Background: an optimization exercise with open tools, aiming at small area. Do not read the settings as production practice.
In this exercise RTL edits were held to simulation tests only and were not proved equivalent to the original.
Power figures rest on the tool's default switching activity, not on a simulated workload.

==> flow/design.v <==
`timescale 1ns/100ps
module clustered_greens_rom (
  input  logic         clk,
  input  logic         rst,
  input  logic [7:0]   me,
  input  logic [23:0]  coords_x,
  input  logic [23:0]  coords_y,
  input  logic [23:0]  coords_z,
  output logic [255:0] rdata
);
  localparam int LAT = 7;
  function automatic logic [4:0] dsq(input logic [2:0] c);
    case (c)
      3'd0: dsq = 5'd0;
      3'd1, 3'd7: dsq = 5'd1;
      3'd2, 3'd6: dsq = 5'd4;
      3'd3, 3'd5: dsq = 5'd9;
      default: dsq = 5'd16;
    endcase
  endfunction
  function automatic logic [31:0] green(input logic [5:0] r2);
    logic [31:0] v;
    case (r2)
      6'd0: v = 32'h01000000;
      6'd4: v = 32'h00333333;
      6'd8: v = 32'h001c71c7;
      6'd12: v = 32'h0013b13b;
      6'd16: v = 32'h000f0f0f;
      6'd20: v = 32'h000c30c3;
      6'd24: v = 32'h000a3d70;
      6'd32: v = 32'h0007c1f0;
      6'd36: v = 32'h0006eb3e;
      6'd48: v = 32'h00053978;
      6'd1: v = 32'h00800000;
      6'd5: v = 32'h002aaaaa;
      6'd9: v = 32'h00199999;
      6'd13: v = 32'h00124924;
      6'd17: v = 32'h000e38e3;
      6'd21: v = 32'h000ba2e8;
      6'd25: v = 32'h0009d89d;
      6'd29: v = 32'h00088888;
      6'd33: v = 32'h00078787;
      6'd41: v = 32'h00061861;
      6'd2: v = 32'h00555555;
      6'd6: v = 32'h00249249;
      6'd10: v = 32'h001745d1;
      6'd14: v = 32'h00111111;
      6'd18: v = 32'h000d7943;
      6'd22: v = 32'h000b2164;
      6'd26: v = 32'h00097b42;
      6'd34: v = 32'h00075075;
      6'd3: v = 32'h00400000;
      6'd11: v = 32'h00155555;
      6'd19: v = 32'h000ccccc;
      6'd27: v = 32'h00092492;
      default: v = 32'h0;
    endcase
    green = v;
  endfunction
  logic [31:0] m_in;
  logic [2:0]  c_in;
  always_comb begin
    logic [5:0] r2;
    for (int p = 0; p < 8; p++) begin
      r2 = 6'(dsq(coords_x[3*p +: 3])) + 6'(dsq(coords_y[3*p +: 3])) + 6'(dsq(coords_z[3*p +: 3]));
      m_in[4*p +: 4] = r2[5:2];
    end
    c_in = {coords_z[0], coords_y[0], coords_x[0]};
  end
  logic [LAT-1:0][31:0] m_q;
  logic [LAT-1:0][2:0]  c_q;
  always_ff @(posedge clk) begin
    m_q[0] <= m_in;
    c_q[0] <= c_in;
    for (int i = 1; i < LAT; i++) begin
      m_q[i] <= m_q[i-1];
      c_q[i] <= c_q[i-1];
    end
  end
  always_comb begin
    logic [2:0] l;
    for (int p = 0; p < 8; p++) begin
      l = c_q[LAT-1] ^ 3'(p);
      rdata[32*p +: 32] = green({m_q[LAT-1][4*p +: 4], 2'(l[0]) + 2'(l[1]) + 2'(l[2])});
    end
  end
endmodule
==> flow/run.sh <==
#!/bin/bash
# synth_recipe.tcl (not shown) runs the flow's synth.tcl, then flattens the netlist and writes it again
# the make line also repeats each setting of config.mk as NAME=value (left out here)
make -C /OpenROAD-flow-scripts/flow DESIGN_CONFIG=/design/flow/config.mk WORK_HOME=/design/flow/orfs CLKGATE_MAP_FILE= SYNTH_SCRIPT=/design/flow/synth_recipe.tcl finish
==> flow/config.mk <==
export PLATFORM = sky130hd
export DESIGN_NAME = clustered_greens_rom
export DESIGN_NICKNAME = clustered_greens_rom
export VERILOG_FILES = /design/flow/design.v
export SDC_FILE = /design/flow/constraint.sdc
export NUM_CORES = 4
export LEC_CHECK = 0
export CAP_MARGIN = 20
export CORE_MARGIN = 2
export CORE_UTILIZATION = 40
export SLEW_MARGIN = 20
export SYNTH_MEMORY_MAX_BITS = 32768
==> flow/constraint.sdc <==
create_clock -name core_clock -period 3.0 [get_ports {clk}]
set_input_delay 0.6000 -clock core_clock [delete_from_list [all_inputs] [get_ports {clk}]]
set_output_delay 0.6000 -clock core_clock [all_outputs]
set_load 0.01 [all_outputs]
==> impl_results.md <==
- Slew @ Worst Pin: 792 ps
- Finished Layout Cells: 3248
- WL/cell: 20.2 microns
- I/O pin cnt: 338
- CP top delay family: buffers and inverters
- Via/cell ratio: 5.68
- Cells after synthesis: 2041
- Cell variety after synth: 93
- CP Launch Type: register
- First-pass GRT wire length: 99300 microns
- H-tree levels: 1
- Total global routing overflow: 0
- CP endpoint kind: primary output
- Hold path depth: 0
- Design area: 0.0287 sq mm
- Worst Reg2Reg Path Length in Cells: 0
- Largest net degree at the start of global routing: 49
- Placed Cells: 3043
- Worst Setup SP: c_q[19]
- Clock slew at reported path FFs: 70 ps
- WP buf/inv: 7
- FP Rows: 74
- Final core utilization: 0.698
- Vias: 18.5k
- Post-DP Area: 0.0222 sq mm
- Clock sink count: 245
- FF-to-FF Start: m_q[0]
- Vias in the first global route: 18.3k
- Max cap viols: 0
- Pwr Density: 686 mW/mm^2
- Total CTS buffers: 27
- Crit-path max FO: 7
- CTS tree: done
- Rel. slew slack: 0.471
- Sequential share of the synthesized area: 0.293
- Root Driver: clkbuf_16
- Violated checks: negative setup slack
- Status: complete, but fails checks
- Leakage Power: 12.0 nW
- Critical-path top delay cell: fa_2
- FF-to-FF setup slack: 2520 ps
- Peak Freq: 266 MHz
- CP arrival: 3160 ps
- Die X: 209 microns
- DRT Pass-1 Iters: 7
- DR iter-0 viols: 1224
- Max incr delay on CP: 630 ps
- YS warnings: 1
- Worst slack at placement: -812 ps
- Cts hold-fix bufs: 0
- Initial antenna violation count: 1
- RSZ-0062 raised after global routing: true
- Commonest cells after routing, fill and taps aside: buf_4, dfxtp_1, buf_6
- Final hold violation count: 0
- Area of the mapped netlist: 0.0168 sq mm
- Post-synth EDFFs: 0
- Dpl hpwl: 43800 microns
- CP Class: reg2out
- CP cell instances: inv_4 > fa_2 > clkinvlp_4 > buf_12 > buf_8 > ha_4 > buf_6 > and2_4 > buf_12 > o21a_1 > o21ai_2 > o211ai_1 > buf_2
- Post-layout min period: 3760 ps
- Core Box Area: 0.0411 sq mm
- Synthesized area per cell: 8.21 sq um
- Leading cell type in the layout, fill and taps excluded: buf_4
- Clock Latency Late Sink: 550 ps
- Synthesized flop and latch total: 245
- RR Endpoint: m_q[32]
- DIE AREA: 0.0435 sq mm
- Area Growth Syn to Fin: 71.3%
- Diodes inserted: 0
- Worst hold path type: reg2reg
- Post-synth top flop: dfxtp_1
- Chip Height: 209 microns
- Number of remaining DRC errors: 0
- Port Buffers: 272
- Clk_skew: 10.2 ps
- Gr usage total: 0.280
- Final setup fails: 192
- Routed Antenna Nets: 0
- Final Total Pwr: 19.7 mW
- GP Congestion: 0.981
- Critical hold path startpoint: m_q[148]
- Most frequent cell on the critical path: buf_12
- Worst vdd ir: 0.000468 V
- Fin crit share: 1.25
- Async SR Flop Fraction: 0
- Max Slew Vio Count: 0
- Final worst setup slack: -757 ps
- Initial core utilization: 0.408
- Layout cells sized above 1: 0.524
- Layout Nets: 2911
- WP data required: 2400 ps
- Clock Tree Buf Depth: 3
- WL final: 65700 microns
- Hold path endpoint: m_q[180]
[worst max-delay path by stage]
stage,end,cells after the start
detailed placement,rdata[40],13
CTS,rdata[168],14
global placement,rdata[40],13
finish,rdata[131],13
floorplan,rdata[192],8
global route,rdata[143],13
[repair_timing]
item / in CTS / in global routing
gates resized for setup: 1630 / 395
buffers inserted: 140 / 66
endpoints found under the setup margin: 200 / 197
pin swaps: 280 / 239
[cells by family (layout without fill, tap and decap cells)]
family,after synthesis,in the layout,share of synthesized area
other,1,56,0.000224
XOR/XNOR,40,40,0.0209
multiplexers,38,38,0.0237
flip-flops,245,245,0.293
AO/OA/AOI/OAI,601,601,0.243
adder cells (fa/ha/maj),131,131,0.116
buffers and inverters,297,917,0.0941
AND/OR/NAND/NOR,688,688,0.210
[power breakdown]
group | leakage (nW) | internal, mW | switching (mW)
sequential | 2.05 | 3.90 | 0.371
clock | 0.424 | 1.86 | 1.30
combinational | 9.52 | 5.66 | 6.58
[cell usage after synthesis, types with 12 or more instances]
cell	instances	area share
and2_1	21	0.0078
clkbuf_1	27	0.0060
o221ai_1	14	0.0073
nor2b_1	65	0.024
nor3b_1	16	0.0072
nand2b_1	70	0.026
buf_4	73	0.033
nand3b_1	12	0.0054
inv_1	67	0.015
dfxtp_1	245	0.29
buf_2	100	0.030
o22ai_1	22	0.0082
o211ai_1	33	0.015
xor2_1	36	0.019
and3_1	22	0.0082
ha_1	90	0.067
a21oi_1	130	0.039
o21ai_1	25	0.0075
nand3_1	52	0.016
nand2_1	205	0.046
a31oi_1	28	0.010
o311ai_1	13	0.0068
o21ai_0	103	0.031
nor2_1	123	0.028
or3b_1	13	0.0068
nor3_1	32	0.0096
a211oi_1	30	0.013
fa_1	40	0.048
mux2i_1	25	0.015
o31ai_1	30	0.013
[layer usage]
| metal | global-route usage | share of wire | wire length (microns) |
|---|---|---|---|
| met3 | 0.0508 | 0.076 | 4980 |
| met5 | 0 | 0.00014 | 9 |
| met1 | 0.353 | 0.40 | 26200 |
| met2 | 0.475 | 0.48 | 31800 |
| met4 | 0.112 | 0.042 | 2760 |
[area by class of cell]
class	count	area (sq um)
tap	532	666
fill	3065	12400
sequential	245	4920
timing repair buffer	790	7080
clock buffer	34	743
clock inverter	12	121
multi-input combinational	1554	14800
inverter	81	368
[registers in the layout (all words and copies together), names as in the netlist]
signal,cells
m_q,224
c_q,21
[metrics by stage]
| stage | setup TNS (ps) | hold slack [ps] |
|---|---|---|
| 4_1_cts | -103040 | 315 |
| 6_report | -106350 | 315 |
| 3_3_place_gp | -98650 | 310 |
| 3_5_place_dp | -96230 | 312 |
| 5_1_grt | -123630 | 318 |
| 2_1_floorplan | -30730 | 309 |

==> what the ideal ports hide <==
The results above use ideal ports. As a check the final layout listed here was re-extracted and re-timed, cells and wires unchanged.
Step 1 (the two cells are an assumption about what drives the block):
set clk [get_ports {clk}]
set_driving_cell -lib_cell sky130_fd_sc_hd__clkbuf_16 $clk
set_driving_cell -lib_cell sky130_fd_sc_hd__buf_2 [delete_from_list [all_inputs] $clk]
Step 2, shift: input delay + t, output delay - t, t = (earliest + latest rising clock arrival at the registers) / 2. This alone moves slack from input paths to output paths.
a / b / c = ideal / step 1 / step 2; a / b = the first two.
t, ns: 0.600
slack for setup (ns): -0.757 / -0.815 / -0.215
worst hold slack (ns): 0.315 / 0.315 / 0.315
worst register clock-pin slew, ns: 0.07 / 0.07
worst data-port slew with drivers (ns): 0.05
For this run, drivers alone change the setup slack by -0.058 ns; drivers and shift together by +0.542 ns.
